From an optimization exercise on the open Yosys and OpenROAD flow, aimed at small area, a short achievable clock period and few clock cycles per item; shortcuts taken in it are not production practice. At most, simulation tests tie the RTL to the original design; equivalence was not proved. Function not checked in run 2: the RTL went through the layout flow alone. Power figures rest on the tool's default switching activity, not on a simulated workload.

==> design.v <==
`default_nettype none
package aima_pkg;
  localparam logic [1:0] MODE_FILE_HDR  = 2'd0;
  localparam logic [1:0] MODE_CHUNK_HDR = 2'd1;
  localparam logic [1:0] MODE_DATA      = 2'd2;
  localparam logic [1:0] MODE_SCAN      = 2'd3;
  localparam logic [6:0] MAX_INDEX = 7'd88;
  function automatic logic [14:0] step_lookup(input logic [6:0] idx);
    logic [14:0] s;
    case (idx)
      7'd0: s = 15'd7;       7'd1: s = 15'd8;       7'd2: s = 15'd9;
      7'd3: s = 15'd10;      7'd4: s = 15'd11;      7'd5: s = 15'd12;
      7'd6: s = 15'd13;      7'd7: s = 15'd14;      7'd8: s = 15'd16;
      7'd9: s = 15'd17;      7'd10: s = 15'd19;     7'd11: s = 15'd21;
      7'd12: s = 15'd23;     7'd13: s = 15'd25;     7'd14: s = 15'd28;
      7'd15: s = 15'd31;     7'd16: s = 15'd34;     7'd17: s = 15'd37;
      7'd18: s = 15'd41;     7'd19: s = 15'd45;     7'd20: s = 15'd50;
      7'd21: s = 15'd55;     7'd22: s = 15'd60;     7'd23: s = 15'd66;
      7'd24: s = 15'd73;     7'd25: s = 15'd80;     7'd26: s = 15'd88;
      7'd27: s = 15'd97;     7'd28: s = 15'd107;    7'd29: s = 15'd118;
      7'd30: s = 15'd130;    7'd31: s = 15'd143;    7'd32: s = 15'd157;
      7'd33: s = 15'd173;    7'd34: s = 15'd190;    7'd35: s = 15'd209;
      7'd36: s = 15'd230;    7'd37: s = 15'd253;    7'd38: s = 15'd279;
      7'd39: s = 15'd307;    7'd40: s = 15'd337;    7'd41: s = 15'd371;
      7'd42: s = 15'd408;    7'd43: s = 15'd449;    7'd44: s = 15'd494;
      7'd45: s = 15'd544;    7'd46: s = 15'd598;    7'd47: s = 15'd658;
      7'd48: s = 15'd724;    7'd49: s = 15'd796;    7'd50: s = 15'd876;
      7'd51: s = 15'd963;    7'd52: s = 15'd1060;   7'd53: s = 15'd1166;
      7'd54: s = 15'd1282;   7'd55: s = 15'd1411;   7'd56: s = 15'd1552;
      7'd57: s = 15'd1707;   7'd58: s = 15'd1878;   7'd59: s = 15'd2066;
      7'd60: s = 15'd2272;   7'd61: s = 15'd2499;   7'd62: s = 15'd2749;
      7'd63: s = 15'd3024;   7'd64: s = 15'd3327;   7'd65: s = 15'd3660;
      7'd66: s = 15'd4026;   7'd67: s = 15'd4428;   7'd68: s = 15'd4871;
      7'd69: s = 15'd5358;   7'd70: s = 15'd5894;   7'd71: s = 15'd6484;
      7'd72: s = 15'd7132;   7'd73: s = 15'd7845;   7'd74: s = 15'd8630;
      7'd75: s = 15'd9493;   7'd76: s = 15'd10442;  7'd77: s = 15'd11487;
      7'd78: s = 15'd12635;  7'd79: s = 15'd13899;  7'd80: s = 15'd15289;
      7'd81: s = 15'd16818;  7'd82: s = 15'd18500;  7'd83: s = 15'd20350;
      7'd84: s = 15'd22385;  7'd85: s = 15'd24623;  7'd86: s = 15'd27086;
      7'd87: s = 15'd29794;  7'd88: s = 15'd32767;
      default: s = 15'd32767;
    endcase
    step_lookup = s;
  endfunction
  function automatic logic signed [4:0] index_adjust(input logic [2:0] mag);
    logic signed [4:0] a;
    case (mag)
      3'd4: a = 5'sd2;
      3'd5: a = 5'sd4;
      3'd6: a = 5'sd6;
      3'd7: a = 5'sd8;
      default: a = -5'sd1;
    endcase
    index_adjust = a;
  endfunction
endpackage
`default_nettype wire
`default_nettype none
module aima_datapath (
  input  wire logic               clk,
  input  wire logic               rst,
  input  wire logic               adv,        
  input  wire logic               push,       
  input  wire logic [7:0]         push_byte,
  input  wire logic               push_last,  
  input  wire logic               emit,       
  input  wire logic               ld_idx,     
  input  wire logic               ld_pred,    
  input  wire logic [15:0]        pred_in,
  input  wire logic [7:0]         byte_in,
  output logic                    room,       
  output logic                    busy,       
  output logic                    out_valid,
  output logic                    out_last,
  output logic signed [15:0]      pred
);
  logic        v1, qv1, qv2;
  logic [4:0]  e1, q1, q2;
  logic [6:0]  idx;
  logic        v2, l2, s2;
  logic [16:0] da, db;
  logic        pop;
  logic [4:0]  lo, hi;
  logic [3:0]  n1;
  logic [14:0] step;
  logic        sg;
  logic [16:0] t0, t1, t2, t3, x, y, a, b;
  logic [16:0] p, fs, fc, sum;
  logic [17:0] sum2;
  logic [6:0]  idx_n;
  logic signed [7:0] idx_sum;
  logic signed [4:0] adj;
  logic [15:0] pred_n;
  assign room = !qv1;
  assign busy = v1 || v2 || out_valid;
  assign pop  = adv && v1;
  assign lo   = {1'b0, push_byte[3:0]};
  assign hi   = {push_last, push_byte[7:4]};
  assign n1   = e1[3:0];
  aima_step_rom u_rom (.idx(idx), .step(step));
  always_comb begin
    sg = n1[3];
    t0 = {5'd0, step[14:3]} ^ {17{sg}};
    t1 = (n1[0] ? {4'd0, step[14:2]} : 17'd0) ^ {17{sg}};
    t2 = (n1[1] ? {3'd0, step[14:1]} : 17'd0) ^ {17{sg}};
    t3 = (n1[2] ? {2'd0, step} : 17'd0) ^ {17{sg}};
    x = t0 ^ t1 ^ t2;
    y = {(t0[15:0] & t1[15:0]) | (t0[15:0] & t2[15:0]) | (t1[15:0] & t2[15:0]), sg};
    a = x ^ y ^ t3;
    b = {(x[15:0] & y[15:0]) | (x[15:0] & t3[15:0]) | (y[15:0] & t3[15:0]), sg};
  end
  always_comb begin
    p   = {pred[15], pred};
    fs  = p ^ da ^ db;
    fc  = {(p[15:0] & da[15:0]) | (p[15:0] & db[15:0]) | (da[15:0] & db[15:0]), s2};
    sum2 = {fs, 1'b1} + {fc, s2};
    sum  = sum2[17:1];
    if (sum[16] != sum[15]) pred_n = s2 ? 16'h8000 : 16'h7FFF;
    else                    pred_n = sum[15:0];
  end
  always_comb begin
    adj = aima_pkg::index_adjust(n1[2:0]);
    idx_sum = $signed({1'b0, idx}) + 8'(adj);
    if (idx_sum < 8'sd0)                                     idx_n = 7'd0;
    else if (idx_sum > $signed({1'b0, aima_pkg::MAX_INDEX})) idx_n = aima_pkg::MAX_INDEX;
    else                                                     idx_n = idx_sum[6:0];
  end
  always_ff @(posedge clk) begin
    if (rst) begin
      v1 <= 1'b0; qv1 <= 1'b0; qv2 <= 1'b0;
    end else if (push) begin
      v1 <= 1'b1; qv1 <= 1'b1; qv2 <= v1 && !pop;
    end else if (pop) begin
      v1 <= qv1; qv1 <= qv2; qv2 <= 1'b0;
    end
  end
  always_ff @(posedge clk) begin
    if (push) begin
      if (!v1 || pop) begin
        e1 <= lo; q1 <= hi;
      end else begin
        q1 <= lo; q2 <= hi;
      end
    end else if (pop) begin
      e1 <= q1; q1 <= q2;
    end
  end
  always_ff @(posedge clk) begin
    if (rst) begin
      v2 <= 1'b0; out_valid <= 1'b0;
    end else if (adv) begin
      v2 <= v1; out_valid <= v2 || emit;
    end
  end
  always_ff @(posedge clk) begin
    if (adv) begin
      da <= a;
      db <= b;
      s2 <= n1[3];
      l2 <= e1[4];
      if (emit)    out_last <= 1'b1;
      else if (v2) out_last <= l2;
    end
    if (adv && v2) pred <= pred_n;
    else if (ld_pred) pred <= pred_in;
    if (ld_idx) idx <= (byte_in > {1'b0, aima_pkg::MAX_INDEX}) ? aima_pkg::MAX_INDEX
                                                               : byte_in[6:0];
    else if (pop) idx <= idx_n;
  end
endmodule
`default_nettype wire
module aima_step_rom(idx, step);
  input [6:0] idx;
  wire [6:0] idx;
  output [14:0] step;
  wire [14:0] step;
  wire _000_;
  wire _001_;
  wire _002_;
  wire _003_;
  wire _004_;
  wire _005_;
  wire _006_;
  wire _007_;
  wire _008_;
  wire _009_;
  wire _010_;
  wire _011_;
  wire _012_;
  wire _013_;
  wire _014_;
  wire _015_;
  wire _016_;
  wire _017_;
  wire _018_;
  wire _019_;
  wire _020_;
  wire _021_;
  wire _022_;
  wire _023_;
  wire _024_;
  wire _025_;
  wire _026_;
  wire _027_;
  wire _028_;
  wire _029_;
  wire _030_;
  wire _031_;
  wire _032_;
  wire _033_;
  wire _034_;
  wire _035_;
  wire _036_;
  wire _037_;
  wire _038_;
  wire _039_;
  wire _040_;
  wire _041_;
  wire _042_;
  wire _043_;
  wire _044_;
  wire _045_;
  wire _046_;
  wire _047_;
  wire _048_;
  wire _049_;
  wire _050_;
  wire _051_;
  wire _052_;
  wire _053_;
  wire _054_;
  wire _055_;
  wire _056_;
  wire _057_;
  wire _058_;
  wire _059_;
  wire _060_;
  wire _061_;
  wire _062_;
  wire _063_;
  wire _064_;
  wire _065_;
  wire _066_;
  wire _067_;
  wire _068_;
  wire _069_;
  wire _070_;
  wire _071_;
  wire _072_;
  wire _073_;
  wire _074_;
  wire _075_;
  wire _076_;
  wire _077_;
  wire _078_;
  wire _079_;
  wire _080_;
  wire _081_;
  wire _082_;
  wire _083_;
  wire _084_;
  wire _085_;
  wire _086_;
  wire _087_;
  wire _088_;
  wire _089_;
  wire _090_;
  wire _091_;
  wire _092_;
  wire _093_;
  wire _094_;
  wire _095_;
  wire _096_;
  wire _097_;
  wire _098_;
  wire _099_;
  wire _100_;
  wire _101_;
  wire _102_;
  wire _103_;
  wire _104_;
  wire _105_;
  wire _106_;
  wire _107_;
  wire _108_;
  wire _109_;
  wire _110_;
  wire _111_;
  wire _112_;
  wire _113_;
  wire _114_;
  wire _115_;
  wire _116_;
  wire _117_;
  wire _118_;
  wire _119_;
  wire _120_;
  wire _121_;
  wire _122_;
  wire _123_;
  wire _124_;
  wire _125_;
  wire _126_;
  wire _127_;
  wire _128_;
  wire _129_;
  wire _130_;
  wire _131_;
  wire _132_;
  wire _133_;
  wire _134_;
  wire _135_;
  wire _136_;
  wire _137_;
  wire _138_;
  wire _139_;
  wire _140_;
  wire _141_;
  wire _142_;
  wire _143_;
  wire _144_;
  wire _145_;
  wire _146_;
  wire _147_;
  wire _148_;
  wire _149_;
  wire _150_;
  wire _151_;
  wire _152_;
  wire _153_;
  wire _154_;
  wire _155_;
  wire _156_;
  wire _157_;
  wire _158_;
  wire _159_;
  wire _160_;
  wire _161_;
  wire _162_;
  wire _163_;
  wire _164_;
  wire _165_;
  wire _166_;
  wire _167_;
  wire _168_;
  wire _169_;
  wire _170_;
  wire _171_;
  wire _172_;
  wire _173_;
  wire _174_;
  wire _175_;
  wire _176_;
  wire _177_;
  wire _178_;
  wire _179_;
  wire _180_;
  wire _181_;
  wire _182_;
  wire _183_;
  wire _184_;
  wire _185_;
  wire _186_;
  wire _187_;
  wire _188_;
  wire _189_;
  wire _190_;
  wire _191_;
  wire _192_;
  wire _193_;
  wire _194_;
  wire _195_;
  wire _196_;
  wire _197_;
  wire _198_;
  wire _199_;
  wire _200_;
  wire _201_;
  wire _202_;
  wire _203_;
  wire _204_;
  wire _205_;
  wire _206_;
  wire _207_;
  wire _208_;
  wire _209_;
  wire _210_;
  wire _211_;
  wire _212_;
  wire _213_;
  wire _214_;
  wire _215_;
  wire _216_;
  wire _217_;
  wire _218_;
  wire _219_;
  wire _220_;
  wire _221_;
  wire _222_;
  wire _223_;
  wire _224_;
  wire _225_;
  wire _226_;
  wire _227_;
  wire _228_;
  wire _229_;
  wire _230_;
  wire _231_;
  wire _232_;
  wire _233_;
  wire _234_;
  wire _235_;
  wire _236_;
  wire _237_;
  wire _238_;
  wire _239_;
  wire _240_;
  wire _241_;
  wire _242_;
  wire _243_;
  wire _244_;
  wire _245_;
  wire _246_;
  wire _247_;
  wire _248_;
  wire _249_;
  wire _250_;
  wire _251_;
  wire _252_;
  wire _253_;
  wire _254_;
  wire _255_;
  wire _256_;
  wire _257_;
  wire _258_;
  wire _259_;
  wire _260_;
  wire _261_;
  wire _262_;
  wire _263_;
  wire _264_;
  wire _265_;
  wire _266_;
  assign _124_ = ~idx[4];
  assign _135_ = ~idx[3];
  assign _145_ = idx[1] | idx[2];
  assign _156_ = idx[1] & idx[2];
  assign _166_ = idx[1] | idx[0];
  assign _177_ = idx[0] | idx[2];
  assign _187_ = ~(idx[0] | _156_);
  assign _198_ = idx[1] & ~(idx[0]);
  assign _202_ = idx[0] | ~(idx[2]);
  assign _203_ = idx[0] | ~(_145_);
  assign _204_ = _156_ | _203_;
  assign _205_ = idx[0] | ~(_204_);
  assign _206_ = ~(idx[0] & idx[2]);
  assign _207_ = _135_ & _206_;
  assign _208_ = ~(_205_ & _207_);
  assign _209_ = ~(idx[2] & idx[3]);
  assign _210_ = ~(idx[1] & idx[3]);
  assign _211_ = idx[3] & _145_;
  assign _212_ = idx[4] | _211_;
  assign _213_ = idx[6] & _212_;
  assign step[13] = _208_ & _213_;
  assign _214_ = ~(idx[1] & idx[0]);
  assign _215_ = ~(idx[0] & _156_);
  assign _216_ = _135_ & _166_;
  assign _217_ = ~(_215_ & _216_);
  assign _218_ = ~(idx[4] & _217_);
  assign _219_ = idx[4] | idx[3];
  assign _220_ = idx[1] & _209_;
  assign _221_ = idx[4] | _220_;
  assign _222_ = ~(_219_ & _221_);
  assign _223_ = idx[2] | _214_;
  assign _224_ = _210_ & _223_;
  assign _225_ = idx[2] | idx[3];
  assign _226_ = ~(_209_ & _225_);
  assign _227_ = ~(_224_ & _226_);
  assign _228_ = ~(_222_ & _227_);
  assign _229_ = ~(_218_ & _228_);
  assign step[12] = idx[6] & _229_;
  assign _230_ = idx[5] & ~(idx[6]);
  assign _231_ = idx[4] & _225_;
  assign _232_ = _230_ & _231_;
  assign _233_ = _177_ & _211_;
  assign _234_ = ~(_232_ & _233_);
  assign _235_ = _124_ & _224_;
  assign _236_ = _135_ & _214_;
  assign _237_ = ~(idx[2] & _236_);
  assign _238_ = ~(_235_ & _237_);
  assign _239_ = idx[0] & ~(idx[1]);
  assign _240_ = ~(idx[2] | _239_);
  assign _241_ = idx[3] | _240_;
  assign _242_ = idx[4] & idx[3];
  assign _243_ = ~(idx[4] & _241_);
  assign _244_ = idx[4] & ~(idx[3]);
  assign _245_ = ~(_198_ & _244_);
  assign _246_ = _243_ & _245_;
  assign _247_ = ~(_238_ & _246_);
  assign _248_ = ~(idx[6] & _247_);
  assign step[11] = ~(_234_ & _248_);
  assign _249_ = _233_ | ~(_232_);
  assign _250_ = ~(_198_ | _239_);
  assign _251_ = ~(idx[2] & _250_);
  assign _252_ = ~(_236_ & _251_);
  assign _253_ = ~(idx[0] & idx[3]);
  assign _254_ = _124_ & _253_;
  assign _255_ = ~(_252_ & _254_);
  assign _256_ = idx[4] & _236_;
  assign _257_ = ~(_251_ & _256_);
  assign _258_ = idx[6] & _255_;
  assign _259_ = ~(_257_ & _258_);
  assign step[10] = ~(_249_ & _259_);
  assign _260_ = _156_ | ~(_250_);
  assign _261_ = ~(_244_ & _260_);
  assign _262_ = idx[6] & _261_;
  assign _263_ = idx[2] | ~(_239_);
  assign _264_ = ~(_203_ & _263_);
  assign _265_ = ~(_135_ & _264_);
  assign _266_ = ~(_145_ & _215_);
  assign _000_ = ~(idx[3] & _266_);
  assign _001_ = _124_ & _000_;
  assign _002_ = ~(_265_ & _001_);
  assign _003_ = ~(_262_ & _002_);
  assign _004_ = ~(idx[3] & _198_);
  assign _005_ = _000_ & _004_;
  assign _006_ = ~(_231_ & _005_);
  assign _007_ = idx[2] | ~(idx[3]);
  assign _008_ = _187_ | ~(_007_);
  assign _009_ = _124_ & _008_;
  assign _010_ = ~(_265_ & _009_);
  assign _011_ = ~(_219_ & _010_);
  assign _012_ = ~(_230_ & _006_);
  assign _013_ = _011_ | _012_;
  assign step[9] = ~(_003_ & _013_);
  assign _014_ = _145_ & _244_;
  assign _015_ = ~(_205_ & _014_);
  assign _016_ = ~(idx[6] & _015_);
  assign _017_ = _262_ | ~(_016_);
  assign _018_ = _135_ | _205_;
  assign _019_ = _203_ | _226_;
  assign _020_ = _019_ & ~(_221_);
  assign _021_ = ~(_018_ & _020_);
  assign _022_ = ~(_017_ & _021_);
  assign _023_ = ~(_225_ & _239_);
  assign _024_ = ~(_216_ & _023_);
  assign _025_ = ~(idx[4] & _024_);
  assign _026_ = idx[0] & ~(_007_);
  assign _027_ = _018_ & ~(_026_);
  assign _028_ = idx[3] & _202_;
  assign _029_ = ~(_027_ & _028_);
  assign _030_ = _025_ | ~(_029_);
  assign _031_ = idx[3] & ~(_156_);
  assign _032_ = ~(_206_ & _031_);
  assign _033_ = ~(_135_ & _156_);
  assign _034_ = _124_ & _033_;
  assign _035_ = ~(_032_ & _034_);
  assign _036_ = _230_ & _035_;
  assign _037_ = ~(_030_ & _036_);
  assign step[8] = ~(_022_ & _037_);
  assign _038_ = _236_ & _263_;
  assign _039_ = ~(_202_ & _038_);
  assign _040_ = _124_ & _039_;
  assign _041_ = ~(_214_ & _031_);
  assign _042_ = ~(_040_ & _041_);
  assign _043_ = _016_ | ~(_042_);
  assign _044_ = ~(_156_ & _242_);
  assign _045_ = idx[4] & _209_;
  assign _046_ = ~(_198_ & _226_);
  assign _047_ = ~(_209_ & _239_);
  assign _048_ = _046_ & _047_;
  assign _049_ = ~(idx[3] & _048_);
  assign _050_ = ~(_265_ & _049_);
  assign _051_ = ~(_045_ & _050_);
  assign _052_ = idx[3] & ~(_239_);
  assign _053_ = ~(_205_ & _052_);
  assign _054_ = idx[3] | _156_;
  assign _055_ = _124_ & _054_;
  assign _056_ = ~(_053_ & _055_);
  assign _057_ = idx[5] & _056_;
  assign _058_ = ~(_051_ & _057_);
  assign _059_ = _044_ & _058_;
  assign _060_ = idx[6] | _059_;
  assign step[7] = ~(_043_ & _060_);
  assign _061_ = _243_ | ~(_027_);
  assign _062_ = _225_ | ~(_214_);
  assign _063_ = _034_ & _062_;
  assign _064_ = ~(_029_ & _063_);
  assign _065_ = ~(_061_ & _064_);
  assign _066_ = ~(_230_ & _065_);
  assign _067_ = idx[3] | _215_;
  assign _068_ = _031_ | ~(_067_);
  assign _069_ = ~(idx[6] | idx[5]);
  assign _070_ = idx[4] & _069_;
  assign _071_ = ~(_068_ & _070_);
  assign _072_ = ~(_203_ & _253_);
  assign _073_ = ~(_209_ & _072_);
  assign _074_ = idx[4] | _073_;
  assign _075_ = ~(_256_ & _073_);
  assign _076_ = idx[6] & _075_;
  assign _077_ = ~(_074_ & _076_);
  assign _078_ = _071_ & _077_;
  assign step[6] = ~(_066_ & _078_);
  assign _079_ = _240_ | ~(_008_);
  assign _080_ = ~(_046_ & _079_);
  assign _081_ = ~(idx[4] & _080_);
  assign _082_ = ~(_205_ & _235_);
  assign _083_ = ~(_081_ & _082_);
  assign _084_ = ~(_230_ & _083_);
  assign _085_ = _215_ & _070_;
  assign _086_ = ~(_005_ & _085_);
  assign _087_ = _250_ | _007_;
  assign _088_ = ~(_040_ & _087_);
  assign _089_ = idx[6] & _245_;
  assign _090_ = ~(_088_ & _089_);
  assign _091_ = _086_ & _090_;
  assign step[5] = ~(_084_ & _091_);
  assign _092_ = ~(_260_ & _014_);
  assign _093_ = _206_ | ~(_068_);
  assign _094_ = _177_ & _004_;
  assign _095_ = _222_ & _094_;
  assign _096_ = ~(_093_ & _095_);
  assign _097_ = ~(_092_ & _096_);
  assign _098_ = ~(idx[6] & _097_);
  assign _099_ = _001_ & ~(_198_);
  assign _100_ = ~(_050_ & _099_);
  assign _101_ = idx[5] & ~(_014_);
  assign _102_ = _242_ & ~(idx[1]);
  assign _103_ = ~(_177_ & _102_);
  assign _104_ = _101_ & _103_;
  assign _105_ = ~(_100_ & _104_);
  assign _106_ = idx[4] & _023_;
  assign _107_ = ~(_019_ & _106_);
  assign _108_ = idx[5] | ~(_219_);
  assign _109_ = _107_ & ~(_108_);
  assign _110_ = ~(idx[6] | _109_);
  assign _111_ = ~(_105_ & _110_);
  assign step[4] = _098_ & _111_;
  assign _112_ = ~(_228_ & _253_);
  assign _113_ = ~(_040_ & _112_);
  assign _114_ = ~(idx[4] & _048_);
  assign _115_ = ~(idx[3] & _250_);
  assign _116_ = _220_ | ~(_115_);
  assign _117_ = idx[0] & ~(_226_);
  assign _118_ = _116_ & ~(_117_);
  assign _119_ = idx[4] & ~(_118_);
  assign _120_ = idx[5] & _114_;
  assign _121_ = _113_ & _120_;
  assign _122_ = idx[5] | ~(_010_);
  assign _123_ = _119_ | _122_;
  assign _125_ = ~(idx[6] | _121_);
  assign _126_ = ~(_123_ & _125_);
  assign _127_ = idx[4] & _166_;
  assign _128_ = _044_ & _062_;
  assign _129_ = ~(_127_ & _128_);
  assign _130_ = ~(_025_ & _129_);
  assign _131_ = idx[3] | _251_;
  assign _132_ = ~(_130_ & _131_);
  assign _133_ = _226_ | ~(_072_);
  assign _134_ = ~(_034_ & _133_);
  assign _136_ = idx[6] & _134_;
  assign _137_ = ~(_132_ & _136_);
  assign step[3] = _126_ & _137_;
  assign _138_ = idx[4] | _028_;
  assign _139_ = ~(_042_ & _138_);
  assign _140_ = ~(_208_ & _139_);
  assign _141_ = idx[4] & _004_;
  assign _142_ = ~(_067_ & _141_);
  assign _143_ = ~(_008_ | _142_);
  assign _144_ = ~(idx[5] | _143_);
  assign _146_ = ~(_140_ & _144_);
  assign _147_ = ~(_156_ & _141_);
  assign _148_ = ~(_236_ & _147_);
  assign _149_ = _124_ & _202_;
  assign _150_ = _141_ | _149_;
  assign _151_ = idx[5] & _150_;
  assign _152_ = _148_ & _151_;
  assign _153_ = ~(idx[6] | _152_);
  assign _154_ = ~(_146_ & _153_);
  assign _155_ = _226_ & _072_;
  assign _157_ = ~(_139_ & _155_);
  assign _158_ = _266_ | ~(_166_);
  assign _159_ = ~(_244_ & _158_);
  assign _160_ = idx[6] & _159_;
  assign _161_ = ~(_157_ & _160_);
  assign step[2] = ~(_154_ & _161_);
  assign _162_ = _250_ | ~(_007_);
  assign _163_ = ~(_027_ & _162_);
  assign _164_ = ~(_124_ & _163_);
  assign _165_ = idx[3] | _166_;
  assign _167_ = _206_ & _045_;
  assign _168_ = ~(_165_ & _167_);
  assign _169_ = _164_ & _168_;
  assign _170_ = idx[5] | _169_;
  assign _171_ = _156_ | _080_;
  assign _172_ = ~(_124_ & _171_);
  assign _173_ = idx[5] & _129_;
  assign _174_ = _172_ & _173_;
  assign _175_ = ~(idx[6] | _174_);
  assign _176_ = ~(_170_ & _175_);
  assign _178_ = _204_ & _011_;
  assign _179_ = _038_ | ~(_178_);
  assign _180_ = ~(_187_ & _244_);
  assign _181_ = idx[6] & _180_;
  assign _182_ = ~(_179_ & _181_);
  assign step[1] = ~(_176_ & _182_);
  assign _183_ = idx[0] | ~(_018_);
  assign _184_ = ~(_254_ & _183_);
  assign _185_ = ~(_218_ & _147_);
  assign _186_ = ~(_115_ & _185_);
  assign _188_ = _184_ & _186_;
  assign _189_ = idx[5] | _188_;
  assign _190_ = _127_ & ~(_236_);
  assign _191_ = ~(_053_ & _190_);
  assign _192_ = ~(idx[5] & _191_);
  assign _193_ = _178_ | _192_;
  assign _194_ = ~(_189_ & _193_);
  assign _195_ = idx[3] & _187_;
  assign _196_ = _216_ | _195_;
  assign _197_ = ~(_025_ & _196_);
  assign _199_ = ~(idx[6] & _197_);
  assign _200_ = idx[6] | _194_;
  assign step[0] = ~(_199_ & _200_);
  assign _201_ = _231_ | _127_;
  assign step[14] = idx[6] & _201_;
endmodule
`default_nettype none
module aima_control (
  input  wire logic               clk,
  input  wire logic               rst,
  input  wire logic               in_valid,
  output logic                    in_ready,
  input  wire logic [7:0]         in_byte,
  input  wire logic               in_end,
  input  wire logic               room,
  input  wire logic               busy,
  output logic [15:0]             rate,
  output logic                    push,
  output logic [7:0]              push_byte,
  output logic                    push_last,
  output logic                    emit,
  output logic                    ld_idx,
  output logic                    ld_pred,
  output logic [7:0]              hbyte,
  output logic [15:0]             hpair       
);
  logic [3:0][7:0] h;        
  logic        bv;           
  logic        blast;        
  logic [15:0] cand;         
  logic [1:0]  mode;
  logic [3:0]  bpos;
  logic [15:0] left;
  logic [4:1]  mh;           
  logic        rpl;          
  logic [1:0]  rp;           
  logic        take, act, match, prior, dec_byte, hdr;
  logic [2:0]  k;            
  logic [7:0]  rb;           
  logic        last_byte;
  logic        bv_n, rpl_n, uncond_n;
  logic [1:0]  mode_n;
  logic [3:0]  bpos_n;
  logic [4:1]  mh_n;
  assign take  = in_valid && in_ready;
  assign match = h[3] == 8'hAF && h[2] == 8'hDE && h[1] == 8'h00 && h[0] == 8'h00;
  assign prior = |mh;
  always_comb begin
    if (mh[1])      k = 3'd1;
    else if (mh[2]) k = 3'd2;
    else if (mh[3]) k = 3'd3;
    else            k = 3'd4;
  end
  assign rb    = h[rp];
  assign hbyte = h[0];
  assign hpair = {h[0], h[1]};
  assign hdr   = mode == aima_pkg::MODE_FILE_HDR;
  always_comb begin
    unique case (mode)
      aima_pkg::MODE_FILE_HDR: act = bv && (bpos != 4'd3 || !busy);
      aima_pkg::MODE_DATA:     act = bv && room && !rpl;
      default:                 act = bv;
    endcase
  end
  assign dec_byte  = room && (rpl || (act && mode == aima_pkg::MODE_DATA));
  assign push      = dec_byte;
  assign push_byte = rb;
  assign push_last = last_byte;
  assign last_byte = (left == 16'd1) || !rpl || rp == 2'd0;
  assign ld_idx  = act && hdr && bpos == 4'd8;
  assign ld_pred = act && hdr && bpos == 4'd7;
  assign emit    = act && hdr && bpos == 4'd11;
  always_comb begin
    mode_n = mode;
    bpos_n = bpos;
    rpl_n  = rpl;
    mh_n   = mh;
    if (act) begin
      mh_n = {mh[3:1], match};
      unique case (mode)
        aima_pkg::MODE_FILE_HDR: begin
          if (bpos == 4'd11) begin
            mode_n = aima_pkg::MODE_CHUNK_HDR; bpos_n = 4'd0;
          end else bpos_n = bpos + 4'd1;
        end
        aima_pkg::MODE_CHUNK_HDR: begin
          bpos_n = bpos + 4'd1;
          if (bpos == 4'd7) begin
            bpos_n = 4'd0;
            if (match) mode_n = (cand != 16'd0) ? aima_pkg::MODE_DATA : aima_pkg::MODE_CHUNK_HDR;
            else if (prior) begin
              if (left == 16'd0) bpos_n = {1'b0, k};
              else rpl_n = 1'b1;
            end else mode_n = aima_pkg::MODE_SCAN;
          end
        end
        aima_pkg::MODE_SCAN: begin
          if (match) begin
            mode_n = (cand != 16'd0) ? aima_pkg::MODE_DATA : aima_pkg::MODE_CHUNK_HDR;
            bpos_n = 4'd0;
          end
        end
        default: begin   
          if (left == 16'd1) begin
            mode_n = aima_pkg::MODE_CHUNK_HDR; bpos_n = 4'd0;
          end
        end
      endcase
      if (blast && !rpl_n) begin
        mode_n = aima_pkg::MODE_FILE_HDR; bpos_n = 4'd0;
      end
    end
    if (rpl && dec_byte && last_byte) begin
      rpl_n  = 1'b0;
      mode_n = (left != 16'd1) ? aima_pkg::MODE_DATA : aima_pkg::MODE_CHUNK_HDR;
      bpos_n = (left != 16'd1) ? 4'd0 : {2'b00, rp};
      if (blast) begin
        mode_n = aima_pkg::MODE_FILE_HDR; bpos_n = 4'd0;
      end
    end
  end
  always_comb begin
    bv_n = take || (bv && !act);
    unique case (mode_n)
      aima_pkg::MODE_FILE_HDR:  uncond_n = bpos_n != 4'd3;
      aima_pkg::MODE_CHUNK_HDR: uncond_n = !(bpos_n == 4'd7 && (|mh_n));
      aima_pkg::MODE_SCAN:      uncond_n = 1'b1;
      default:                  uncond_n = 1'b0;
    endcase
  end
  always_ff @(posedge clk) begin
    if (rst) begin
      mode     <= aima_pkg::MODE_FILE_HDR;
      bpos     <= 4'd0;
      bv       <= 1'b0;
      rpl      <= 1'b0;
      rp       <= 2'd0;
      in_ready <= 1'b1;
    end else begin
      mode     <= mode_n;
      bpos     <= bpos_n;
      bv       <= bv_n;
      rpl      <= rpl_n;
      in_ready <= !rpl_n && (!bv_n || uncond_n);
      if (act && mode == aima_pkg::MODE_CHUNK_HDR && bpos == 4'd7 && !match && prior &&
          left != 16'd0)
        rp <= k[1:0] - 2'd1;
      else if (rpl && dec_byte)
        rp <= last_byte ? 2'd0 : rp - 2'd1;
    end
  end
  always_ff @(posedge clk) begin
    if (take) begin
      h     <= {h[2:0], in_byte};
      blast <= in_end;
      if (in_byte == 8'hAF) cand <= {h[2], h[3]};
    end
    if (act) mh <= mh_n[4:1];
    if (act && hdr && bpos == 4'd3) rate <= {h[2], h[3]};
    if (act && (mode == aima_pkg::MODE_CHUNK_HDR || mode == aima_pkg::MODE_SCAN) && match)
      left <= cand;
    else if (dec_byte) left <= left - 16'd1;
  end
endmodule
`default_nettype wire
`default_nettype none
module aud_ima_adpcm_stream_decoder_unit (
  input  wire logic        clk,
  input  wire logic        rst,
  input  wire logic        s_axis_tvalid,
  output logic             s_axis_tready,
  input  wire logic [7:0]  s_axis_tdata,    
  input  wire logic        s_axis_tlast,    
  output logic             m_axis_tvalid,
  input  wire logic        m_axis_tready,
  output logic [31:0]      m_axis_tdata,    
  output logic             m_axis_tlast     
);
  logic        adv, room, busy, push, push_last, emit, ld_idx, ld_pred;
  logic [7:0]  push_byte, hbyte;
  logic [15:0] hpair;
  logic [15:0] rate;
  logic signed [15:0] pred;
  assign adv = !m_axis_tvalid || m_axis_tready;
  aima_control u_ctrl (
    .clk(clk), .rst(rst),
    .in_valid(s_axis_tvalid), .in_ready(s_axis_tready),
    .in_byte(s_axis_tdata), .in_end(s_axis_tlast),
    .room(room), .busy(busy), .rate(rate),
    .push(push), .push_byte(push_byte), .push_last(push_last), .emit(emit),
    .ld_idx(ld_idx), .ld_pred(ld_pred), .hbyte(hbyte), .hpair(hpair)
  );
  aima_datapath u_dp (
    .clk(clk), .rst(rst), .adv(adv), .push(push), .push_byte(push_byte),
    .push_last(push_last), .emit(emit), .ld_idx(ld_idx), .ld_pred(ld_pred),
    .pred_in(hpair), .byte_in(hbyte), .room(room), .busy(busy),
    .out_valid(m_axis_tvalid), .out_last(m_axis_tlast), .pred(pred)
  );
  assign m_axis_tdata = {rate, pred};
endmodule
`default_nettype wire
==> flow/run.sh <==
#!/bin/bash
set -euo pipefail
bash standard.sh SETUP_SLACK_MARGIN=7.5 finish > make_finish.log 2>&1
==> standard.sh <==
#!/bin/bash
# synth_recipe.tcl (not shown) runs the flow's synth.tcl, then flattens the netlist and writes it again
# the make line also repeats each setting of config.mk as NAME=value (left out here)
make -C /OpenROAD-flow-scripts/flow DESIGN_CONFIG=/design/flow/config.mk WORK_HOME=/design/flow/orfs CLKGATE_MAP_FILE= SYNTH_SCRIPT=/design/flow/synth_recipe.tcl "${@:-finish}"
==> config.mk <==
export PLATFORM = sky130hd
export DESIGN_NAME = aud_ima_adpcm_stream_decoder_unit
export DESIGN_NICKNAME = aud_ima_adpcm_stream_decoder_unit
export VERILOG_FILES = /design/flow/design.v
export SDC_FILE = /design/flow/constraint.sdc
export NUM_CORES = 4
export LEC_CHECK = 0
export CAP_MARGIN = 70
export CORE_MARGIN = 2
export CORE_UTILIZATION = 65
export CTS_BUF_LIST = sky130_fd_sc_hd__clkbuf_8
export CTS_CLUSTER_DIAMETER = 60
export CTS_CLUSTER_SIZE = 30
export SETUP_SLACK_MARGIN = 5
export SLEW_MARGIN = 70
==> constraint.sdc <==
create_clock -name core_clock -period 11.0 [get_ports {clk}]
set_input_delay 2.2000 -clock core_clock [delete_from_list [all_inputs] [get_ports {clk}]]
set_output_delay 2.2000 -clock core_clock [all_outputs]
set_load 0.01 [all_outputs]
==> impl_metrics.env, run 1 <==
export IMPL_status="timing/DRC/antenna clean"
export IMPL_peakVddDrop_mv=0.0985
export IMPL_n_antenna_cell=0
export IMPL_p_leak_uw=0.00529
export IMPL_coreArea_mm2=0.0172
export IMPL_synth_yosys_seq_area_share_pct=44.1
export IMPL_critPathMaxFanout=6
export IMPL_grt_setup_unrepaired="true"
export IMPL_insertion_delay_ns=0.48
export IMPL_critical_path_arrival_ns=3.98
export IMPL_layout_commonest_cell="edfxtp_1"
export IMPL_avgSynthCellArea_um2=10.1
export IMPL_cellPowerDensity_mw_per_mm2=107
export IMPL_fmax_ghz=0.266
export IMPL_routed_wirelength_mm=34.2
export IMPL_dieWidth_um=136
export IMPL_netlist_area_mm2=0.0113
export IMPL_critical_path_class="reg -> reg"
export IMPL_ys_types=86
export IMPL_cts_clk_slew_worst_paths_ns=0.10
export IMPL_tightest_slew_ns=0.488
export IMPL_layout_drive_gt1_share_pct=24.6
export IMPL_cp_data_required_time_ns=11.21
export IMPL_avgViaCountPerCell=6.85
export IMPL_grt_usage_pct=33.5
export IMPL_finalCriticalPeriod_ns=3.77
export IMPL_first_pass_iters=6
export IMPL_place_congestion=0.999
export IMPL_cp_common_cell="buf_4"
export IMPL_rows=48
export IMPL_p_sw_uw=462
export IMPL_synth_async_reset_ratio_pct=0
export IMPL_multiInputGateArea_mm2=0.00683
export IMPL_drc=0
export IMPL_fin_skew_ns=0.0185
export IMPL_cts_tree="yes"
export IMPL_ant_nets=0
export IMPL_clk_path_buf_depth=2
export IMPL_cap_violations=0
export IMPL_hold_class="reg -> reg"
export IMPL_final_hold_violation_count=0
export IMPL_worst_path_max_delay_cell="fa_1"
export IMPL_grt_max_degree=39
export IMPL_io_buffers=47
export IMPL_final_cell_mix="156 x edfxtp_1, 154 x nand2_1, 86 x nor2_1"
export IMPL_ys_ff_latch=172
export IMPL_cts_sinks=172
export IMPL_internal_power_uw=1050
export IMPL_place_detailed_hpwl_mm=21.1
export IMPL_vias=10100
export IMPL_crit_chain="buf_4, fa_1, ha_2, and3_4, and3_4, a22oi_2, nand3b_1, nand3b_1, buf_4, nand3_4, a211oi_4, buf_4, buf_6, a211o_1"
export IMPL_nFillCells=988
export IMPL_netSwitchingFraction_pct=30.6
export IMPL_setup_tns_ns=0
export IMPL_fin_nets=1337
export IMPL_synth_nets=1217
export IMPL_grt_antenna_before_repair=1
export IMPL_grt_pass1_vias=8746
export IMPL_overflow=0
export IMPL_die_area_mm2=0.0185
export IMPL_cts_buffers=17
export IMPL_clock_power_share_pct=32.0
export IMPL_start_util_pct=66.0
export IMPL_seq_power_share_pct=49.8
export IMPL_routedWlPerCell_um=23.1
export IMPL_hold_ws_ns=0.437
export IMPL_timing_max_slew_rel_slack_pct=67.4
export IMPL_max_stage_delay_ns=0.57
export IMPL_yosysWarnings=2
export IMPL_p_comb_share_pct=18.2
export IMPL_synth_edf_count=156
export IMPL_postSynthCellCount=1122
export IMPL_setup_viol=0
export IMPL_cts_root_buffer="clkbuf_8"
export IMPL_start_kind="register"
export IMPL_worst_setup_path_end_kind="register"
export IMPL_grt_first_pass_wirelength_mm=47.5
export IMPL_drt_initial_drc_count=1391
export IMPL_ios=48
export IMPL_maxSlewViolCount=0
export IMPL_die_h_um=136
export IMPL_syn_to_final_growth_pct=24.5
export IMPL_htreeDepth=4
export IMPL_fin_crit_sh_pct=34.2
export IMPL_yosys_most_used_dff="edfxtp_1"
export IMPL_regArea_mm2=0.00501
[worst max-delay path: cells and delay by family (launching register included)]
family / cells / cell delay, ns
adder cells (fa/ha/maj): 2 / 0.89
buffers and inverters: 4 / 0.65
flip-flops: 1 / 0.52
AND/OR/NAND/NOR: 5 / 0.87
AO/OA/AOI/OAI: 3 / 0.56
[cell families after synthesis]
kind of cell / count (synthesis) / share of synthesized area [%]
buffers and inverters: 96 / 3.23
multiplexers: 16 / 2.32
adder cells (fa/ha/maj): 83 / 11.9
AO/OA/AOI/OAI: 273 / 15.8
flip-flops: 172 / 44.1
AND/OR/NAND/NOR: 424 / 18.2
XOR/XNOR: 58 / 4.48
[final cells by class]
cell class	instances	share of cell area (%)
tap	225	1.99
clock buffer	17	1.66
inverter	43	1.36
multi-input combinational	856	48.3
sequential	172	35.5
timing repair buffer	152	9.61
clock inverter	15	1.54
[power by group through the flow]
stage	logic, µW	clock network (µW)	registers (µW)
6_report	275	482	751
5_1_grt	287	506	754
4_1_cts	218	481	750
3_5_place_dp	192	0	765
3_3_place_gp	187	0	764
2_1_floorplan	143	0	754
[path summary, 6_finish.rpt]
path | to | slack [ns] | startpoint | cells past startpoint
worst max-delay path | u_dp.pred[12] | 7.23 | u_dp.pred[9] | 14
worst min-delay path | u_dp.l2 | 0.44 | u_dp.e1[4] | 0
worst max register to register | u_dp.pred[12] | 7.23 | u_dp.pred[9] | 14
worst min register to register | u_dp.l2 | 0.44 | u_dp.e1[4] | 0
[Yosys cell counts (all sizes together), types with 5 or more instances]
cell type | instances | share of area, %
nand2 | 160 | 5.3
edfxtp | 156 | 41
nor2 | 94 | 3.2
a21oi | 81 | 3.6
o21ai | 61 | 2.7
xnor2 | 45 | 3.5
fa | 42 | 7.4
inv | 42 | 1.4
clkbuf | 40 | 1.3
ha | 40 | 4.4
nor3 | 31 | 1.4
nand2b | 19 | 1.0
nand3 | 19 | 0.84
dfxtp | 16 | 2.8
and2 | 15 | 0.83
nor4 | 15 | 1.1
a211o | 13 | 1.0
buf | 13 | 0.49
nor2b | 13 | 0.72
xor2 | 13 | 1.0
a211oi | 12 | 0.88
o22ai | 12 | 0.66
and3 | 10 | 0.60
a21o | 9 | 0.60
nand4 | 9 | 0.50
mux4 | 8 | 1.6
a2111oi | 7 | 0.60
a31oi | 7 | 0.39
or2 | 7 | 0.39
a22oi | 6 | 0.40
mux2i | 6 | 0.53
nand3b | 6 | 0.40
nor3b | 6 | 0.40
o211ai | 6 | 0.40
o31ai | 6 | 0.40
o311ai | 5 | 0.39
[repair_timing]
item	CTS	global route
resized for setup	92	99
pin swaps	20	46
buffers inserted	41	34
hold buffers	0	0
gates cloned	2	4
endpoints found under the setup margin	101	63
[stage by stage]
| step | power (µW) | cells | setup WS, ns | util [%] | cell area, µm² |
|---|---|---|---|---|---|
| after floorplan | 896 | 1122 | 7.12 | - | 11400 |
| after global placement | 951 | 1351 | 6.18 | 70.0 | 12000 |
| after detailed placement | 956 | 1367 | 6.66 | 71.3 | 12300 |
| after CTS | 1450 | 1442 | 7.44 | 77.4 | 13300 |
| after global routing | 1550 | 1480 | 7.24 | 82.2 | 14100 |
| final | 1510 | 1480 | 7.23 | 82.2 | 14100 |
[state kept, by name (all words and copies together) (netlist names), 7 cells and up]
signal	flops
u_dp.idx	7
u_dp.pred	16
u_ctrl.left	16
u_dp.da	15
u_ctrl.rate	16
u_dp.db	16
u_ctrl.h	32
u_ctrl.cand	16
[metal layers]
metal | track usage [%] | routed length [µm] | up-vias
met5 | 0 | 0 | -
li1 | - | - | 4370
met3 | 6.08 | 3970 | 181
met1 | 50.3 | 13600 | 4790
met2 | 49.8 | 15200 | 804
met4 | 10.5 | 1370 | 0
Testbench counts, summed over its fixed seeds: cycles 33,056, samples 31,880.
==> run 2: changes to the inputs <==
--- a/design.v
+++ b/design.v
@@ -65,8 +65,8 @@
   input  wire logic               push_last,  
   input  wire logic               emit,       
   input  wire logic               ld_idx,     
-  input  wire logic               ld_pred,    
-  input  wire logic [15:0]        pred_in,
+  input  wire logic               ld_lo,      
+  input  wire logic               ld_hi,      
   input  wire logic [7:0]         byte_in,
   output logic                    room,       
   output logic                    busy,       
@@ -78,15 +78,13 @@
   logic [4:0]  e1, q1, q2;
   logic [6:0]  idx;
   logic        v2, l2, s2;
-  logic [16:0] da, db;
+  logic [15:0] da, db;
   logic        pop;
   logic [4:0]  lo, hi;
   logic [3:0]  n1;
   logic [14:0] step;
-  logic        sg;
-  logic [16:0] t0, t1, t2, t3, x, y, a, b;
+  logic [15:0] t0, t1, t2, t3, x, y, a, b;
   logic [16:0] p, fs, fc, sum;
-  logic [17:0] sum2;
   logic [6:0]  idx_n;
   logic signed [7:0] idx_sum;
   logic signed [4:0] adj;
@@ -99,24 +97,22 @@
   assign n1   = e1[3:0];
   aima_step_rom u_rom (.idx(idx), .step(step));
   always_comb begin
-    sg = n1[3];
-    t0 = {5'd0, step[14:3]} ^ {17{sg}};
-    t1 = (n1[0] ? {4'd0, step[14:2]} : 17'd0) ^ {17{sg}};
-    t2 = (n1[1] ? {3'd0, step[14:1]} : 17'd0) ^ {17{sg}};
-    t3 = (n1[2] ? {2'd0, step} : 17'd0) ^ {17{sg}};
+    t0 = {4'd0, step[14:3]};
+    t1 = n1[0] ? {3'd0, step[14:2]} : 16'd0;
+    t2 = n1[1] ? {2'd0, step[14:1]} : 16'd0;
+    t3 = n1[2] ? {1'd0, step} : 16'd0;
     x = t0 ^ t1 ^ t2;
-    y = {(t0[15:0] & t1[15:0]) | (t0[15:0] & t2[15:0]) | (t1[15:0] & t2[15:0]), sg};
+    y = {(t0[14:0] & t1[14:0]) | (t0[14:0] & t2[14:0]) | (t1[14:0] & t2[14:0]), 1'b0};
     a = x ^ y ^ t3;
-    b = {(x[15:0] & y[15:0]) | (x[15:0] & t3[15:0]) | (y[15:0] & t3[15:0]), sg};
+    b = {(x[14:0] & y[14:0]) | (x[14:0] & t3[14:0]) | (y[14:0] & t3[14:0]), 1'b0};
   end
   always_comb begin
-    p   = {pred[15], pred};
-    fs  = p ^ da ^ db;
-    fc  = {(p[15:0] & da[15:0]) | (p[15:0] & db[15:0]) | (da[15:0] & db[15:0]), s2};
-    sum2 = {fs, 1'b1} + {fc, s2};
-    sum  = sum2[17:1];
+    p   = {pred[15], pred} ^ {17{s2}};
+    fs  = p ^ {1'b0, da} ^ {1'b0, db};
+    fc  = {(p[15:0] & da) | (p[15:0] & db) | (da & db), 1'b0};
+    sum = fs + fc;
     if (sum[16] != sum[15]) pred_n = s2 ? 16'h8000 : 16'h7FFF;
-    else                    pred_n = sum[15:0];
+    else                    pred_n = sum[15:0] ^ {16{s2}};
   end
   always_comb begin
     adj = aima_pkg::index_adjust(n1[2:0]);
@@ -162,7 +158,10 @@
       else if (v2) out_last <= l2;
     end
     if (adv && v2) pred <= pred_n;
-    else if (ld_pred) pred <= pred_in;
+    else begin
+      if (ld_lo) pred[7:0]  <= byte_in;
+      if (ld_hi) pred[15:8] <= byte_in;
+    end
     if (ld_idx) idx <= (byte_in > {1'b0, aima_pkg::MAX_INDEX}) ? aima_pkg::MAX_INDEX
                                                                : byte_in[6:0];
     else if (pop) idx <= idx_n;
@@ -740,9 +739,9 @@
   output logic                    push_last,
   output logic                    emit,
   output logic                    ld_idx,
-  output logic                    ld_pred,
-  output logic [7:0]              hbyte,
-  output logic [15:0]             hpair       
+  output logic                    ld_lo,
+  output logic                    ld_hi,
+  output logic [7:0]              hbyte
 );
   logic [3:0][7:0] h;        
   logic        bv;           
@@ -773,11 +772,10 @@
   end
   assign rb    = h[rp];
   assign hbyte = h[0];
-  assign hpair = {h[0], h[1]};
   assign hdr   = mode == aima_pkg::MODE_FILE_HDR;
   always_comb begin
     unique case (mode)
-      aima_pkg::MODE_FILE_HDR: act = bv && (bpos != 4'd3 || !busy);
+      aima_pkg::MODE_FILE_HDR: act = bv && (bpos != 4'd0 || !busy);
       aima_pkg::MODE_DATA:     act = bv && room && !rpl;
       default:                 act = bv;
     endcase
@@ -788,7 +786,8 @@
   assign push_last = last_byte;
   assign last_byte = (left == 16'd1) || !rpl || rp == 2'd0;
   assign ld_idx  = act && hdr && bpos == 4'd8;
-  assign ld_pred = act && hdr && bpos == 4'd7;
+  assign ld_lo   = act && hdr && bpos == 4'd6;
+  assign ld_hi   = act && hdr && bpos == 4'd7;
   assign emit    = act && hdr && bpos == 4'd11;
   always_comb begin
     mode_n = mode;
@@ -842,7 +841,7 @@
   always_comb begin
     bv_n = take || (bv && !act);
     unique case (mode_n)
-      aima_pkg::MODE_FILE_HDR:  uncond_n = bpos_n != 4'd3;
+      aima_pkg::MODE_FILE_HDR:  uncond_n = bpos_n != 4'd0;
       aima_pkg::MODE_CHUNK_HDR: uncond_n = !(bpos_n == 4'd7 && (|mh_n));
       aima_pkg::MODE_SCAN:      uncond_n = 1'b1;
       default:                  uncond_n = 1'b0;
@@ -855,7 +854,7 @@
       bv       <= 1'b0;
       rpl      <= 1'b0;
       rp       <= 2'd0;
-      in_ready <= 1'b1;
+      in_ready <= 1'b0;
     end else begin
       mode     <= mode_n;
       bpos     <= bpos_n;
@@ -876,7 +875,8 @@
       if (in_byte == 8'hAF) cand <= {h[2], h[3]};
     end
     if (act) mh <= mh_n[4:1];
-    if (act && hdr && bpos == 4'd3) rate <= {h[2], h[3]};
+    if (act && hdr && bpos == 4'd0) rate[7:0]  <= h[0];
+    if (act && hdr && bpos == 4'd1) rate[15:8] <= h[0];
     if (act && (mode == aima_pkg::MODE_CHUNK_HDR || mode == aima_pkg::MODE_SCAN) && match)
       left <= cand;
     else if (dec_byte) left <= left - 16'd1;
@@ -896,9 +896,8 @@
   output logic [31:0]      m_axis_tdata,    
   output logic             m_axis_tlast     
 );
-  logic        adv, room, busy, push, push_last, emit, ld_idx, ld_pred;
+  logic        adv, room, busy, push, push_last, emit, ld_idx, ld_lo, ld_hi;
   logic [7:0]  push_byte, hbyte;
-  logic [15:0] hpair;
   logic [15:0] rate;
   logic signed [15:0] pred;
   assign adv = !m_axis_tvalid || m_axis_tready;
@@ -908,12 +907,12 @@
     .in_byte(s_axis_tdata), .in_end(s_axis_tlast),
     .room(room), .busy(busy), .rate(rate),
     .push(push), .push_byte(push_byte), .push_last(push_last), .emit(emit),
-    .ld_idx(ld_idx), .ld_pred(ld_pred), .hbyte(hbyte), .hpair(hpair)
+    .ld_idx(ld_idx), .ld_lo(ld_lo), .ld_hi(ld_hi), .hbyte(hbyte)
   );
   aima_datapath u_dp (
     .clk(clk), .rst(rst), .adv(adv), .push(push), .push_byte(push_byte),
-    .push_last(push_last), .emit(emit), .ld_idx(ld_idx), .ld_pred(ld_pred),
-    .pred_in(hpair), .byte_in(hbyte), .room(room), .busy(busy),
+    .push_last(push_last), .emit(emit), .ld_idx(ld_idx), .ld_lo(ld_lo),
+    .ld_hi(ld_hi), .byte_in(hbyte), .room(room), .busy(busy),
     .out_valid(m_axis_tvalid), .out_last(m_axis_tlast), .pred(pred)
   );
   assign m_axis_tdata = {rate, pred};
--- a/config.mk
+++ b/config.mk
@@ -7,9 +7,6 @@
 export LEC_CHECK = 0
 export CAP_MARGIN = 70
 export CORE_MARGIN = 2
-export CORE_UTILIZATION = 65
-export CTS_BUF_LIST = sky130_fd_sc_hd__clkbuf_8
-export CTS_CLUSTER_DIAMETER = 60
-export CTS_CLUSTER_SIZE = 30
+export CORE_UTILIZATION = 40
 export SETUP_SLACK_MARGIN = 5
 export SLEW_MARGIN = 70
==> run 2 against run 1 <==
Effect of this change:
- utilization is 32 points lower
- global-route usage is 13 points lower
- via count is 14% lower
- combinational power is 36% lower
- sequential power is 1% lower
- power hardly changed
- maximum frequency is 9.5% lower
- critical path depth is 4 higher
- sequential share of layout area is 0.99 points higher
- critical path type unchanged
- critical endpoint is now u_dp.pred[0]
- largest power group unchanged
==> impl_metrics.env, run 2 <==
export IMPL_status="timing/DRC/antenna clean"
export IMPL_yosysWarnings=2
export IMPL_cts_clk_slew_worst_paths_ns=0.07
export IMPL_fin_nets=1300
export IMPL_regArea_mm2=0.00498
export IMPL_setup_viol=0
export IMPL_largest_reg_flops=32
export IMPL_cap_violations=0
export IMPL_grt_util_met3_pct=3.26
export IMPL_worst_path_max_delay_cell="fa_1"
export IMPL_seq_power_share_pct=49.1
export IMPL_finalCriticalPeriod_ns=4.16
export IMPL_place_congestion=0.920
export IMPL_crit_chain="buf_12, xnor2_4, fa_1, inv_2, ha_4, fa_2, a21oi_4, o211ai_1, buf_2, a2111oi_4, nor2_2, o311ai_2, nand4_1, buf_6, buf_6, and2_4, o21a_1, o31ai_1"
export IMPL_grt_max_degree=36
export IMPL_internal_power_uw=1120
export IMPL_critical_path_arrival_ns=4.42
export IMPL_fin_crit_sh_pct=37.9
export IMPL_grt_busiest_layer="met2"
export IMPL_layout_drive_gt1_share_pct=18.9
export IMPL_netlist_area_mm2=0.0111
export IMPL_clk_path_buf_depth=2
export IMPL_met1_usage_pct=28.9
export IMPL_first_pass_iters=6
export IMPL_ys_types=70
export IMPL_peakVddDrop_mv=0.112
export IMPL_syn_to_final_growth_pct=23.3
export IMPL_synth_nets=1207
export IMPL_grt_usage_pct=20.3
export IMPL_p_sw_uw=388
export IMPL_ant_nets=0
export IMPL_synthTopCellsByCount="155 x edfxtp_1, 122 x nand2_1, 119 x inv_1"
export IMPL_use_met2_pct=32.2
export IMPL_place_area_mm2=0.0123
export IMPL_die_h_um=170
export IMPL_routed_wirelength_mm=29.5
export IMPL_cp_common_cell="buf_6"
export IMPL_drt_initial_drc_count=1112
export IMPL_n_antenna_cell=0
export IMPL_final_hold_violation_count=0
export IMPL_start_kind="register"
export IMPL_grt_first_pass_wirelength_mm=45.9
export IMPL_yosys_most_used_dff="edfxtp_1"
export IMPL_insertion_delay_ns=0.44
export IMPL_worst_setup_path_end_kind="register"
export IMPL_synthDominantAreaCellType="edfxtp_1"
export IMPL_critical_path_class="reg -> reg"
export IMPL_ios=48
export IMPL_yosysTopAreaCellShare_pct=42.0
export IMPL_hold_class="reg -> reg"
export IMPL_multiInputGateArea_mm2=0.00609
export IMPL_cts_buffers=17
export IMPL_die_area_mm2=0.0290
export IMPL_cts_tree="yes"
export IMPL_drc=0
export IMPL_overflow=0
export IMPL_fmax_ghz=0.240
export IMPL_r2r_cells=18
export IMPL_start_util_pct=40.9
export IMPL_avgSynthCellArea_um2=9.95
export IMPL_tightest_slew_ns=0.409
export IMPL_cp_data_required_time_ns=11.26
export IMPL_clock_power_share_pct=39.2
export IMPL_maxSlewViolCount=0
export IMPL_timing_max_slew_rel_slack_pct=72.4
export IMPL_dieWidth_um=170
export IMPL_place_detailed_hpwl_mm=21.1
export IMPL_rows=60
export IMPL_postSynthCellCount=1113
export IMPL_synthMostInstantiatedCell="edfxtp_1"
export IMPL_max_stage_delay_ns=0.49
export IMPL_final_cell_mix="155 x edfxtp_1, 113 x nand2_1, 110 x inv_1"
export IMPL_setup_tns_ns=0
export IMPL_routedWlPerCell_um=18.5
export IMPL_coreArea_mm2=0.0271
export IMPL_grt_setup_unrepaired="true"
export IMPL_p_leak_uw=0.00532
export IMPL_ys_ff_latch=171
export IMPL_avgViaCountPerCell=5.50
export IMPL_grt_pass1_vias=8245
export IMPL_ys_top_cells_by_area="edfxtp_1 42%, fa_1 7.4%, ha_1 4.5%"
export IMPL_io_buffers=47
export IMPL_layout_commonest_cell="edfxtp_1"
export IMPL_fin_skew_ns=0.0175
export IMPL_synth_async_reset_ratio_pct=0
export IMPL_p_comb_share_pct=11.7
export IMPL_top_register="u_ctrl.h"
export IMPL_synth_yosys_seq_area_share_pct=44.9
export IMPL_hold_path_cell_count=0
export IMPL_ctsHoldBuffers=0
export IMPL_cts_root_buffer="clkbuf_16"
export IMPL_synth_edf_count=155
export IMPL_nFillCells=2460
export IMPL_htreeDepth=4
export IMPL_critPathMaxFanout=8
export IMPL_cellPowerDensity_mw_per_mm2=110
export IMPL_netSwitchingFraction_pct=25.7
export IMPL_postLayoutCellArea_mm2=0.0137
export IMPL_reg2reg_slack_ns=6.84
export IMPL_vias=8752
export IMPL_grt_antenna_before_repair=0
export IMPL_cts_sinks=171
-- run 2: cell types whose count changed in the layout (fill, tap and decap cells not counted), sizes merged, moves of 8 or more --
cell,previous run,this run
nand2,161,122
o22ai,12,4
and3,10,1
o21ai,61,70
xnor2,45,36
buf,102,71
inv,44,121
xor2,13,25
nand2b,19,9
nor2,94,84
a211o,13,3
-- run 2: final cells by class --
type,count,share of cell area [%]
clock inverters,13,0.980
well taps,372,3.41
repair buffers,120,7.78
clock buffers,19,3.17
multi-input cells,774,44.6
flip-flops and latches,171,36.5
inverters,122,3.60
-- run 2: layer usage --
| metal | part of all wire (%) | vias to the layer above |
|---|---|---|
| met5 | 0 | - |
| met2 | 45 | 317 |
| met4 | 2.3 | 0 |
| met1 | 47 | 4227 |
| met3 | 5.3 | 60 |
| li1 | - | 4148 |
-- run 2: final timing paths --
path                                 start           end
worst max register to register     u_dp.s2  u_dp.pred[0]
worst min register to register  u_dp.e1[3]       u_dp.s2
worst min-delay path            u_dp.e1[3]       u_dp.s2
worst max-delay path               u_dp.s2  u_dp.pred[0]
-- run 2: metrics by stage --
step                setup WS (ns)  power, µW  hold slack (ns)  cells  utilization (%)
floorplan                    7.12        857            0.400   1113                -
global placement             6.08        898            0.405   1488             44.2
detailed placement           6.59        906            0.405   1515             45.4
CTS                          6.78       1500            0.418   1564             48.7
global route                 6.73       1560            0.436   1591             50.4
finish                       6.84       1510            0.414   1591             50.4
-- run 2: what timing repair did --
| item | 4_1_cts | 5_1_grt |
|---|---|---|
| pin swaps | 17 | 33 |
| setup buffers | 15 | 22 |
| gates cloned | 2 | 1 |
| hold endpoints to repair | 0 | 0 |
| resized for setup | 86 | 67 |
| endpoints found under the setup margin | 96 | 74 |
-- run 2: power groups by stage --
stage,combinational [µW],sequential (µW),clock [µW]
6_report,176,741,592
5_1_grt,193,743,626
4_1_cts,158,742,602
3_5_place_dp,150,756,0
3_3_place_gp,140,758,0
2_1_floorplan,108,749,0
-- run 2: cells by family (layout without fill, tap and decap cells) --
kind of cell / Yosys count / after routing / synth area share (%)
DFF: 171 / 171 / 44.9
AOI/OAI and AO/OA: 274 / 275 / 15.5
xor gates and xnor gates: 61 / 61 / 4.82
adders and majority gates: 81 / 81 / 11.9
buffers and inverters: 169 / 274 / 5.77
and+or+nand+nor: 343 / 343 / 14.8
muxes: 14 / 14 / 2.24
-- run 2: worst max-delay path: cells and delay by family, from the launching register on --
family / cells / cell delay, ns
xor gates and xnor gates: 1 / 0.12
and+or+nand+nor: 3 / 0.45
AOI/OAI and AO/OA: 6 / 1.29
buffers and inverters: 5 / 0.67
DFF: 1 / 0.43
adders and majority gates: 3 / 1.04

static timing again, ports no longer ideal:
How much do the figures lean on ideal ports? The routed layouts below were timed once more, with nothing changed but the port constraints. Step 1, drivers: a clkbuf_16 drives clk and a buf_2 each remaining input, both assumed. Step 2 moves the port delays by t, midway between the first and last clock arrival at a register: inputs arrive t later, outputs are due t later. That takes back most of the time a late clock gives input paths. Three values: ideal ports, drivers, drivers and shift; two values: the first two.
run | shift t [ns] | slack for setup (ns) | worst hold slack (ns) | clock arrival spread, ns | worst slew at a driven data input, ns
run 1 | 0.510 | 7.234 / 7.234 / 7.111 | 0.437 / 0.437 / 0.437 | 0.019 / 0.019 | 0.03
run 2 | 0.477 | 6.836 / 6.836 / 6.836 | 0.414 / 0.414 / 0.414 | 0.017 / 0.018 | 0.03
After both steps every run listed still meets setup and hold. The setup slack of run 1, which loses most, moves by 0.000 ns with the drivers and by -0.123 ns with both steps.
